From an optimization exercise on the open Yosys and OpenROAD flow, aimed at small area, a short achievable clock period and few clock cycles; shortcuts taken in it are not production practice. In this exercise RTL edits were held to simulation tests only and were not proved equivalent to the original.

==> flow/config.mk <==
export PLATFORM = sky130hd
export DESIGN_NAME = selected_row_gram_matrix
export DESIGN_NICKNAME = selected_row_gram_matrix
export VERILOG_FILES = /design/flow/design.v
export SDC_FILE = /design/flow/constraint.sdc
export NUM_CORES = 4
export LEC_CHECK = 0
export CAP_MARGIN = 20
export CORE_MARGIN = 2
export CORE_UTILIZATION = 40
export SLEW_MARGIN = 20
==> flow/constraint.sdc <==
create_clock -name core_clock -period 10.0 [get_ports {clk}]
set_input_delay 2.0000 -clock core_clock [delete_from_list [all_inputs] [get_ports {clk}]]
set_output_delay 2.0000 -clock core_clock [all_outputs]
set_load 0.01 [all_outputs]
==> flow/design.v <==
`timescale 1ns / 1ps
`default_nettype none
package srgm_pkg;
	localparam int ELEM_W = 32;
	localparam int ACC_W  = 64;
	localparam int POS_W  = 3;
	localparam int RANK_W = 4;
	localparam int APB_AW = 3;
	localparam int APB_DW = 32;
	localparam logic CMD_PUSH   = 1'b0;
	localparam logic CMD_FINISH = 1'b1;
	localparam logic REG_RANK_IN_USE = 1'b0;
	localparam logic [RANK_W-1:0] RANK_RESET = 4'd8;
	localparam logic [ACC_W-1:0] ACC_MAX = {1'b0, {(ACC_W-1){1'b1}}};
	localparam logic [ACC_W-1:0] ACC_MIN = {1'b1, {(ACC_W-1){1'b0}}};
	typedef struct packed {
		logic                     cmd;
		logic signed [ELEM_W-1:0] element_value;
	} item_t;
	typedef struct packed {
		logic signed [ACC_W-1:0] gram_value;
		logic [POS_W-1:0]        result_row;
		logic [POS_W-1:0]        result_col;
		logic                    last_entry;
	} result_t;
	typedef struct packed {
		logic rd_en;
		logic wr_en;
		logic clr_all;
	} gram_ctl_t;
	function automatic logic [ACC_W-1:0] sat_add(input logic [ACC_W-1:0] a,
			input logic [ACC_W-1:0] b);
		logic [ACC_W-1:0] s;
		s = a + b;
		if (a[ACC_W-1] == b[ACC_W-1] && s[ACC_W-1] != a[ACC_W-1]) begin
			s = a[ACC_W-1] ? ACC_MIN : ACC_MAX;
		end
		sat_add = s;
	endfunction
endpackage
`default_nettype wire
`timescale 1ns / 1ps
`default_nettype none
import srgm_pkg::*;
module srgm_row_buf #(
	parameter int AW = 3
) (
	input  wire logic                             clk,
	input  wire logic                             wr_en,
	input  wire logic [AW-1:0]                    wr_addr,
	input  wire logic signed [srgm_pkg::ELEM_W-1:0] wr_data,
	input  wire logic [AW-1:0]                    rd_addr_a,
	input  wire logic [AW-1:0]                    rd_addr_b,
	output logic signed [srgm_pkg::ELEM_W-1:0]    rd_data_a,
	output logic signed [srgm_pkg::ELEM_W-1:0]    rd_data_b
);
	localparam int DEPTH = 1 << AW;
	logic signed [ELEM_W-1:0] mem_q [DEPTH];
	always_ff @(posedge clk) begin
		if (wr_en) begin
			mem_q[wr_addr] <= wr_data;
		end
		rd_data_a <= mem_q[rd_addr_a];
		rd_data_b <= mem_q[rd_addr_b];
	end
endmodule
`default_nettype wire
`timescale 1ns / 1ps
`default_nettype none
import srgm_pkg::*;
module srgm_mac_unit (
	input  wire logic                               clk,
	input  wire logic                               en,
	input  wire logic signed [srgm_pkg::ELEM_W-1:0] a,
	input  wire logic signed [srgm_pkg::ELEM_W-1:0] b,
	input  wire logic [srgm_pkg::ACC_W-1:0]         acc,
	output logic [srgm_pkg::ACC_W-1:0]              sum
);
	logic signed [ACC_W-1:0] prod_s2;
	always_ff @(posedge clk) begin
		if (en) begin
			prod_s2 <= ACC_W'(a) * ACC_W'(b);
		end
	end
	logic [ACC_W-1:0] raw_sum;
	assign raw_sum = acc + prod_s2;
	assign sum = (acc[ACC_W-1] == prod_s2[ACC_W-1] && raw_sum[ACC_W-1] != acc[ACC_W-1]) ?
		(acc[ACC_W-1] ? ACC_MIN : ACC_MAX) : raw_sum;
endmodule
`default_nettype wire
`timescale 1ns / 1ps
`default_nettype none
import srgm_pkg::*;
module srgm_gram_store #(
	parameter int AW = 6
) (
	input  wire logic                       clk,
	input  wire logic                       arst_n,
	input  wire srgm_pkg::gram_ctl_t        ctl,
	input  wire logic [AW-1:0]              rd_addr,
	input  wire logic [AW-1:0]              wr_addr,
	input  wire logic [srgm_pkg::ACC_W-1:0] wr_data,
	output logic [srgm_pkg::ACC_W-1:0]      rd_data
);
	localparam int DEPTH = 1 << AW;
	logic [ACC_W-1:0] mem_q [DEPTH];
	logic [DEPTH-1:0] vld_q;
	logic [ACC_W-1:0] rd_data_q;
	logic             rd_vld_q;
	always_ff @(posedge clk) begin
		if (ctl.wr_en) begin
			mem_q[wr_addr] <= wr_data;
		end
		if (ctl.rd_en) begin
			rd_data_q <= mem_q[rd_addr];
		end
	end
	always_ff @(posedge clk or negedge arst_n) begin
		if (!arst_n) begin
			vld_q    <= '0;
			rd_vld_q <= 1'b0;
		end else begin
			if (ctl.clr_all) begin
				vld_q <= '0;
			end else if (ctl.wr_en) begin
				vld_q[wr_addr] <= 1'b1;
			end
			if (ctl.rd_en) begin
				rd_vld_q <= vld_q[rd_addr];
			end
		end
	end
	assign rd_data = rd_vld_q ? rd_data_q : '0;
endmodule
`default_nettype wire
`timescale 1ns / 1ps
`default_nettype none
import srgm_pkg::*;
module selected_row_gram_matrix #(
	parameter int RANK = 8
) (
	input  wire logic                        clk,
	input  wire logic                        arst_n,
	input  wire logic                        item_valid,
	output logic                             item_stall,
	input  wire logic [32:0]                 item,
	output logic                             result_valid,
	input  wire logic                        result_stall,
	output logic [70:0]                      result,
	input  wire logic                        psel,
	input  wire logic                        penable,
	input  wire logic                        pwrite,
	input  wire logic [srgm_pkg::APB_AW-1:0] paddr,
	input  wire logic [srgm_pkg::APB_DW-1:0] pwdata,
	output logic [srgm_pkg::APB_DW-1:0]      prdata,
	output logic                             pready
);
	srgm_pkg::item_t item_s;
	assign item_s = item;
	localparam int IDX_W = (RANK > 1) ? $clog2(RANK) : 1;
	localparam int CNT_W = $clog2(RANK + 1);
	localparam int GA_W  = 2 * IDX_W;
	localparam logic [2:0] ST_IDLE     = 3'd0;
	localparam logic [2:0] ST_MAC      = 3'd1;
	localparam logic [2:0] ST_DRAIN    = 3'd2;
	localparam logic [2:0] ST_EMIT_RD  = 3'd3;
	localparam logic [2:0] ST_EMIT_PUT = 3'd4;
	logic [2:0]        state_q;
	logic [RANK_W-1:0] rank_q;
	logic [IDX_W-1:0]  cnt_q;
	logic [IDX_W-1:0]  ri_q;
	logic [IDX_W-1:0]  cj_q;
	logic              issue_s1;
	logic              issue_s2;
	logic [GA_W-1:0]   addr_s1;
	logic [GA_W-1:0]   addr_s2;
	srgm_pkg::result_t result_q;
	logic              result_valid_q;
	logic [CNT_W-1:0]  eff_r;
	logic [IDX_W-1:0]  last_idx;
	logic              item_fire;
	logic              cfg_wr;
	logic              out_free;
	logic              row_done;
	logic              pair_last;
	logic signed [ELEM_W-1:0] a_s1;
	logic signed [ELEM_W-1:0] b_s1;
	logic [ACC_W-1:0]         acc_rd;
	logic [ACC_W-1:0]         acc_sum;
	srgm_pkg::gram_ctl_t      gram_ctl;
	logic [GA_W-1:0]          gram_rd_addr;
	always_comb begin
		if (rank_q == '0) begin
			eff_r = CNT_W'(1);
		end else if (rank_q > RANK_W'(RANK)) begin
			eff_r = CNT_W'(RANK);
		end else begin
			eff_r = rank_q[CNT_W-1:0];
		end
	end
	assign last_idx  = IDX_W'(eff_r - CNT_W'(1));
	assign item_stall = (state_q != ST_IDLE);
	assign item_fire = item_valid && !item_stall;
	assign cfg_wr    = psel && penable && pwrite && pready &&
		(paddr[2] == REG_RANK_IN_USE);
	assign out_free  = !result_valid_q || !result_stall;
	assign row_done  = (cnt_q == last_idx);
	assign pair_last = (ri_q == last_idx) && (cj_q == last_idx);
	assign pready = 1'b1;
	assign prdata = (paddr[2] == REG_RANK_IN_USE) ? APB_DW'(rank_q) : '0;
	always_ff @(posedge clk or negedge arst_n) begin
		if (!arst_n) begin
			state_q        <= ST_IDLE;
			rank_q         <= RANK_RESET;
			cnt_q          <= '0;
			ri_q           <= '0;
			cj_q           <= '0;
			issue_s1       <= 1'b0;
			issue_s2       <= 1'b0;
			result_valid_q <= 1'b0;
		end else begin
			issue_s1 <= (state_q == ST_MAC);
			issue_s2 <= issue_s1;
			if (state_q == ST_EMIT_PUT && out_free) begin
				result_valid_q <= 1'b1;
			end else if (result_valid_q && !result_stall) begin
				result_valid_q <= 1'b0;
			end
			if (cfg_wr) begin
				rank_q <= pwdata[RANK_W-1:0];
			end
			if (cfg_wr || (item_fire && (item_s.cmd == CMD_FINISH || row_done))) begin
				cnt_q <= '0;
			end else if (item_fire) begin
				cnt_q <= cnt_q + IDX_W'(1);
			end
			case (state_q)
				ST_IDLE: begin
					if (item_fire) begin
						ri_q <= '0;
						cj_q <= '0;
						if (item_s.cmd == CMD_FINISH) begin
							state_q <= ST_EMIT_RD;
						end else if (row_done) begin
							state_q <= ST_MAC;
						end
					end
				end
				ST_MAC: begin
					if (cj_q == last_idx) begin
						cj_q <= '0;
						if (ri_q == last_idx) begin
							state_q <= ST_DRAIN;
						end else begin
							ri_q <= ri_q + IDX_W'(1);
						end
					end else begin
						cj_q <= cj_q + IDX_W'(1);
					end
				end
				ST_DRAIN: begin
					state_q <= ST_IDLE;
				end
				ST_EMIT_RD: begin
					state_q <= ST_EMIT_PUT;
				end
				ST_EMIT_PUT: begin
					if (out_free) begin
						if (pair_last) begin
							state_q <= ST_IDLE;
						end else begin
							state_q <= ST_EMIT_RD;
							if (cj_q == last_idx) begin
								cj_q <= '0;
								ri_q <= ri_q + IDX_W'(1);
							end else begin
								cj_q <= cj_q + IDX_W'(1);
							end
						end
					end
				end
				default: begin
					state_q <= ST_IDLE;
				end
			endcase
		end
	end
	always_ff @(posedge clk) begin
		addr_s1 <= {ri_q, cj_q};
		addr_s2 <= addr_s1;
		if (state_q == ST_EMIT_PUT && out_free) begin
			result_q.gram_value <= acc_rd;
			result_q.result_row <= POS_W'(ri_q);
			result_q.result_col <= POS_W'(cj_q);
			result_q.last_entry <= pair_last;
		end
	end
	assign result_valid = result_valid_q;
	assign result       = result_q;
	srgm_row_buf #(
		.AW(IDX_W)
	) u_row_buf (
		.clk      (clk),
		.wr_en    (item_fire && item_s.cmd == CMD_PUSH),
		.wr_addr  (cnt_q),
		.wr_data  (item_s.element_value),
		.rd_addr_a(ri_q),
		.rd_addr_b(cj_q),
		.rd_data_a(a_s1),
		.rd_data_b(b_s1)
	);
	srgm_mac_unit u_mac (
		.clk(clk),
		.en (issue_s1),
		.a  (a_s1),
		.b  (b_s1),
		.acc(acc_rd),
		.sum(acc_sum)
	);
	always_comb begin
		gram_ctl.rd_en   = issue_s1 || (state_q == ST_EMIT_RD);
		gram_ctl.wr_en   = issue_s2;
		gram_ctl.clr_all = (state_q == ST_EMIT_PUT) && out_free && pair_last;
		gram_rd_addr     = (state_q == ST_EMIT_RD) ? {ri_q, cj_q} : addr_s1;
	end
	srgm_gram_store #(
		.AW(GA_W)
	) u_gram (
		.clk    (clk),
		.arst_n (arst_n),
		.ctl    (gram_ctl),
		.rd_addr(gram_rd_addr),
		.wr_addr(addr_s2),
		.wr_data(acc_sum),
		.rd_data(acc_rd)
	);
endmodule
`default_nettype wire
==> flow/run.sh <==
#!/bin/bash
# synth_recipe.tcl (not shown) runs the flow's synth.tcl, then flattens the netlist and writes it again
# the make line also repeats each setting of config.mk as NAME=value (left out here)
make -C /OpenROAD-flow-scripts/flow DESIGN_CONFIG=/design/flow/config.mk WORK_HOME=/design/flow/orfs CLKGATE_MAP_FILE= SYNTH_SCRIPT=/design/flow/synth_recipe.tcl finish
==> run notes <==
- Floorplan die area: approximately 570000 sq um
- Average detailed-routed wire length per instance: between 20 and 30 microns
- Share of the yosys chip area belonging to registers: 62.1%
- H-tree levels: 5
- Detail-routed via count per cell: about 5.8
- Portion of netlist area occupied by mux cells: around 1.7%
- Root buffer cell: sky130_fd_sc_hd__clkbuf_16
- Hold buffer count at CTS: 0
- Status: no timing/DRC/antenna violations
- Maximum fanout along the worst path: 18
- Antenna violations before repair: 48
- Clk sinks: roughly 4700
- Post-synthesis compound-gate area fraction: roughly 6.5%
- Mean Syn Cell Area: ~12 sq um
- Post-synthesis share of cell area spent on xor and xnor gates: 0.558%
- Clock transition time at the flip-flop clock pins of the worst setup and hold paths: ~0.06 ns
- Hold Path Origin: addr_s1[3]
- Required time at the endpoint of the critical path: between 10 and 15 ns
- Sort of element at the start of the critical path: register
- Number of nets with antenna violations after routing: 0
- Number of unique standard cell types used by synthesis: 84
- # resized after CTS: 0
- Buffers added on ports: 121
- Ys flop type: sky130_fd_sc_hd__edfxtp_1
- Number of enable flip-flop cells after synthesis: 4551
- Post-placement cell count: between 20000 and 25000
- Cells on worst reg2reg path: 25
- Max cap viols: 0
- Minimum period implied by the final worst setup slack: just over 9 ns
- Via count of the routed design: 149000
- Number of warning messages in the yosys log: 4
- Worst reg2reg path startpoint: u_row_buf.rd_data_b[9]
- Largest family of logic cells by synthesized area: simple AND/OR/NAND/NOR gates
- Maximum number of pins on one net before global-route repair: approximately 150
- Worst hold slack: about 0.4 ns
- End of the worst register-to-register path: u_mac.prod_s2[63]
- Core area: between 500000 and 600000 sq um
- Netlist Area Pre-Place: roughly 230000 sq um
- Worst hold path endpoint: addr_s2[3]
- Width of the die: ~760 microns
- Number of register bits inferred by synthesis: between 4000 and 5000
- Vias in the first global route: between 100k and 150k
- Buffers from clock root to sink, at most: 4
- Rows: about 280
- Top-Level Pins: approximately 180
- HP Class: reg -> reg
- Initial Util: between 40% and 50%
- Final-layout setup total negative slack: 0 ns
- Die height: 755 microns
- Number of buffers added by the clock tree synthesis step: roughly 480
- Crit Path Class: reg -> reg
- Number of DRC markers after the initial detailed-route iteration: a little under 20000
- Cell count of the worst hold path: 0
- Final setup fails: 0
- Setup repair after global routing missed its margin: false
- Share of post-route cells with drive strength above 1: 8.08%
- Transition time at the pin with the least slew margin: around 1.2 ns
- Adder-Cell Fraction of Synth Area: approximately 11%
- Routability cong.: between 0.8 and 0.9
- Gate count after technology mapping: between 15000 and 20000
- Detailed-placement wirelength estimate: 391 mm
- Final worst path period share: just over 90%
- Clock network latency to the later pin of the worst-skew pair: around 1.1 ns
- Final routed wirelength across all metal layers: just under 700 mm
- DRT Pass-1 Iters: 6
- Critical path endpoint category: register
- Share of synthesized cell area in and, or, nand and nor gates: around 14%
- Post-detailed-route DRC marker count: 0
- Remaining Overflow, GRT: 0
- Worst EP arrival: roughly 10 ns
- Final non-filler cell total: ~26000
- Total track usage: about a quarter
- Final slew viol count: 0
- Layout overhead on the synthesized area: 11.5%
- Relative slew margins: 17.8%
- R2R setup slack: 0.72 ns
- Post-CTS setup buffers: 0
- Number of nets in the layout: ~19000
- Asr flop ratio synth: under 10%
- Wire length of the first global-routing pass: about 990 mm
- Clock Skews: ~0.12 ns
- Number of endpoints with negative hold slack in the final report: 0
- Highest achievable clock rate: approximately 110 MHz
- Clock tree from TritonCTS: yes
[cells by family after synthesis]
family          after synthesis
other cells                   2
fa+ha+maj                  1339
buf+inv                    2262
xor+xnor                    144
compound gates             2069
simple gates               7358
mux                         205
flops                      4711
[cell usage after synthesis (5+ instances only)]
cell type	number	area (sq um)
sky130_fd_sc_hd__a2111oi_0	6	52.6
sky130_fd_sc_hd__a211o_1	6	52.6
sky130_fd_sc_hd__a211oi_1	212	1590
sky130_fd_sc_hd__a21boi_0	6	45.0
sky130_fd_sc_hd__a21o_1	48	360
sky130_fd_sc_hd__a21oi_1	456	2280
sky130_fd_sc_hd__a311oi_1	781	6840
sky130_fd_sc_hd__a31oi_1	298	1860
sky130_fd_sc_hd__and2_1	585	3660
sky130_fd_sc_hd__and3_1	537	3360
sky130_fd_sc_hd__buf_1	76	285
sky130_fd_sc_hd__buf_2	72	360
sky130_fd_sc_hd__buf_4	30	225
sky130_fd_sc_hd__clkbuf_1	1083	4070
sky130_fd_sc_hd__dfrtp_1	83	2080
sky130_fd_sc_hd__dfxtp_1	76	1520
sky130_fd_sc_hd__edfxtp_1	4551	137000
sky130_fd_sc_hd__fa_1	1083	21700
sky130_fd_sc_hd__ha_1	255	3190
sky130_fd_sc_hd__inv_1	1000	3750
sky130_fd_sc_hd__mux2_2	71	800
sky130_fd_sc_hd__mux2i_1	6	60.1
sky130_fd_sc_hd__mux4_2	128	2880
sky130_fd_sc_hd__nand2_1	4762	17900
sky130_fd_sc_hd__nand2b_1	23	144
sky130_fd_sc_hd__nand3_1	1071	5360
sky130_fd_sc_hd__nand3b_1	6	45.0
sky130_fd_sc_hd__nand4_1	39	244
sky130_fd_sc_hd__nor2_1	236	886
sky130_fd_sc_hd__nor2b_1	20	125
sky130_fd_sc_hd__nor3_1	37	185
sky130_fd_sc_hd__nor4_1	5	31.3
sky130_fd_sc_hd__o2111ai_1	5	43.8
sky130_fd_sc_hd__o211ai_1	11	82.6
sky130_fd_sc_hd__o21a_1	21	158
sky130_fd_sc_hd__o21ai_0	98	490
sky130_fd_sc_hd__o21ai_1	44	220
sky130_fd_sc_hd__o21bai_1	31	233
sky130_fd_sc_hd__o31ai_1	5	37.5
sky130_fd_sc_hd__or2_2	6	37.5
sky130_fd_sc_hd__or3_1	9	56.3
sky130_fd_sc_hd__xnor2_1	90	788
sky130_fd_sc_hd__xor2_1	54	473
[area by class of cell]
type	instances	area (sq um)
antenna	13	32.5
clock buffer	615	12700
clock inverter	258	2200
fill	50200	310000
inverter	1001	3760
multi-input combinational	11100	78300
sequential	4711	140000
tap	7479	9360
timing repair buffer	569	5210
[cells in the final DEF (no fill, tap or decap), types with 211 or more instances in the layout]
master / synthesis / final
sky130_fd_sc_hd__and3_1: 537 / 537
sky130_fd_sc_hd__nand2_1: 4762 / 4762
sky130_fd_sc_hd__fa_1: 1083 / 1083
sky130_fd_sc_hd__a311oi_1: 781 / 781
sky130_fd_sc_hd__nand3_1: 1071 / 1071
sky130_fd_sc_hd__a31oi_1: 298 / 298
sky130_fd_sc_hd__ha_1: 255 / 255
sky130_fd_sc_hd__and2_1: 585 / 584
sky130_fd_sc_hd__inv_1: 1000 / 1000
sky130_fd_sc_hd__clkbuf_16: 0 / 480
sky130_fd_sc_hd__a211oi_1: 212 / 211
sky130_fd_sc_hd__buf_4: 30 / 398
sky130_fd_sc_hd__edfxtp_1: 4551 / 4551
sky130_fd_sc_hd__a21oi_1: 456 / 452
[worst max-delay path: stages (launching register included)]
cell and delay (ns):
sky130_fd_sc_hd__dfxtp_1 1.02, sky130_fd_sc_hd__buf_4 0.39, sky130_fd_sc_hd__nand2_1 0.11, sky130_fd_sc_hd__fa_1 0.55, sky130_fd_sc_hd__inv_1 0.06, sky130_fd_sc_hd__fa_1 0.45
sky130_fd_sc_hd__fa_1 0.51, sky130_fd_sc_hd__inv_1 0.05, sky130_fd_sc_hd__fa_1 0.47, sky130_fd_sc_hd__inv_1 0.05, sky130_fd_sc_hd__fa_1 0.50, sky130_fd_sc_hd__inv_1 0.05
sky130_fd_sc_hd__fa_1 0.53, sky130_fd_sc_hd__inv_1 0.05, sky130_fd_sc_hd__fa_1 0.52, sky130_fd_sc_hd__fa_1 0.45, sky130_fd_sc_hd__ha_1 0.41, sky130_fd_sc_hd__nand3_1 0.10
sky130_fd_sc_hd__a21o_1 0.17, sky130_fd_sc_hd__nor3_1 0.30, sky130_fd_sc_hd__o2bb2ai_1 0.23, sky130_fd_sc_hd__nor3_1 0.42, sky130_fd_sc_hd__o21ai_1 0.28, sky130_fd_sc_hd__a211oi_1 0.86
sky130_fd_sc_hd__a31oi_1 0.23, sky130_fd_sc_hd__xnor2_1 0.18
[metrics by stage]
step	util, %	area, sq um	worst slack (ns)
3_5_place_dp	42.2	237000	0.861
5_1_grt	44.8	252000	0.415
2_1_floorplan	-	226000	2.13
3_3_place_gp	42.2	237000	0.815
4_1_cts	44.8	252000	0.780
6_report	44.9	252000	0.723
[sequential cells by signal, summed over array words and instances (netlist names)]
| name | count |
|---|---|
| addr_s1 | 6 |
| addr_s2 | 6 |
| cj_q | 3 |
| cnt_q | 3 |
| issue_s1 | 1 |
| issue_s2 | 1 |
| rank_q | 4 |
| result_q | 71 |
| result_valid_q | 1 |
| ri_q | 3 |
| state_q | 3 |
| u_gram.mem_q | 4096 |
| u_gram.rd_data_q | 64 |
| u_gram.rd_vld_q | 1 |
| u_gram.vld_q | 64 |
| u_mac.prod_s2 | 64 |
| u_row_buf.mem_q | 256 |
| u_row_buf.rd_data_a | 32 |
| u_row_buf.rd_data_b | 32 |
[metal layers]
metal | vias to the layer above | part of all wire, % | global-route usage, %
met1 | 76300 | 41 | 33.6
li1 | 63700 | - | -
met4 | 14 | 3.8 | 7.98
met5 | - | 0.018 | 0
met2 | 7293 | 46 | 36.6
met3 | 1253 | 9.6 | 3.65
[worst max path at each step]
stage / startpoint / end / slack (ns)
finish: u_row_buf.rd_data_b[9] / u_mac.prod_s2[63] / 0.72
global placement: u_row_buf.rd_data_b[9] / u_mac.prod_s2[63] / 0.82
CTS: u_row_buf.rd_data_b[9] / u_mac.prod_s2[63] / 0.78
detailed placement: u_row_buf.rd_data_b[9] / u_mac.prod_s2[63] / 0.86
floorplan: u_row_buf.rd_data_a[31] / u_mac.prod_s2[60] / 2.13
global route: u_row_buf.rd_data_b[9] / u_mac.prod_s2[60] / 0.41
Testbench counts, summed over its fixed seeds: cycles 51,339.

==> what the ideal ports hide <==
Ports are ideal in the flow. The routed layout listed here was re-timed in OpenROAD. Step 1: set_driving_cell puts a clkbuf_16 on clk and a buf_2 on each other input, an assumption about the parent block. Step 2 times the ports against the registers' clock, not the clock port: input delays grow and output delays shrink by t, the midpoint of the rising clock arrivals with the driver on. Slacks: no drivers / after step 1 / after step 2; pairs: no drivers / after step 1.
shift t [ns]: 1.134
setup slack, ns: 0.723 / 0.723 / 0.723
worst hold slack (ns): 0.389 / 0.389 / 0.389
After both steps this run still meets setup and hold. For this run, drivers alone change the setup slack by 0.000 ns; drivers and shift together by 0.000 ns.
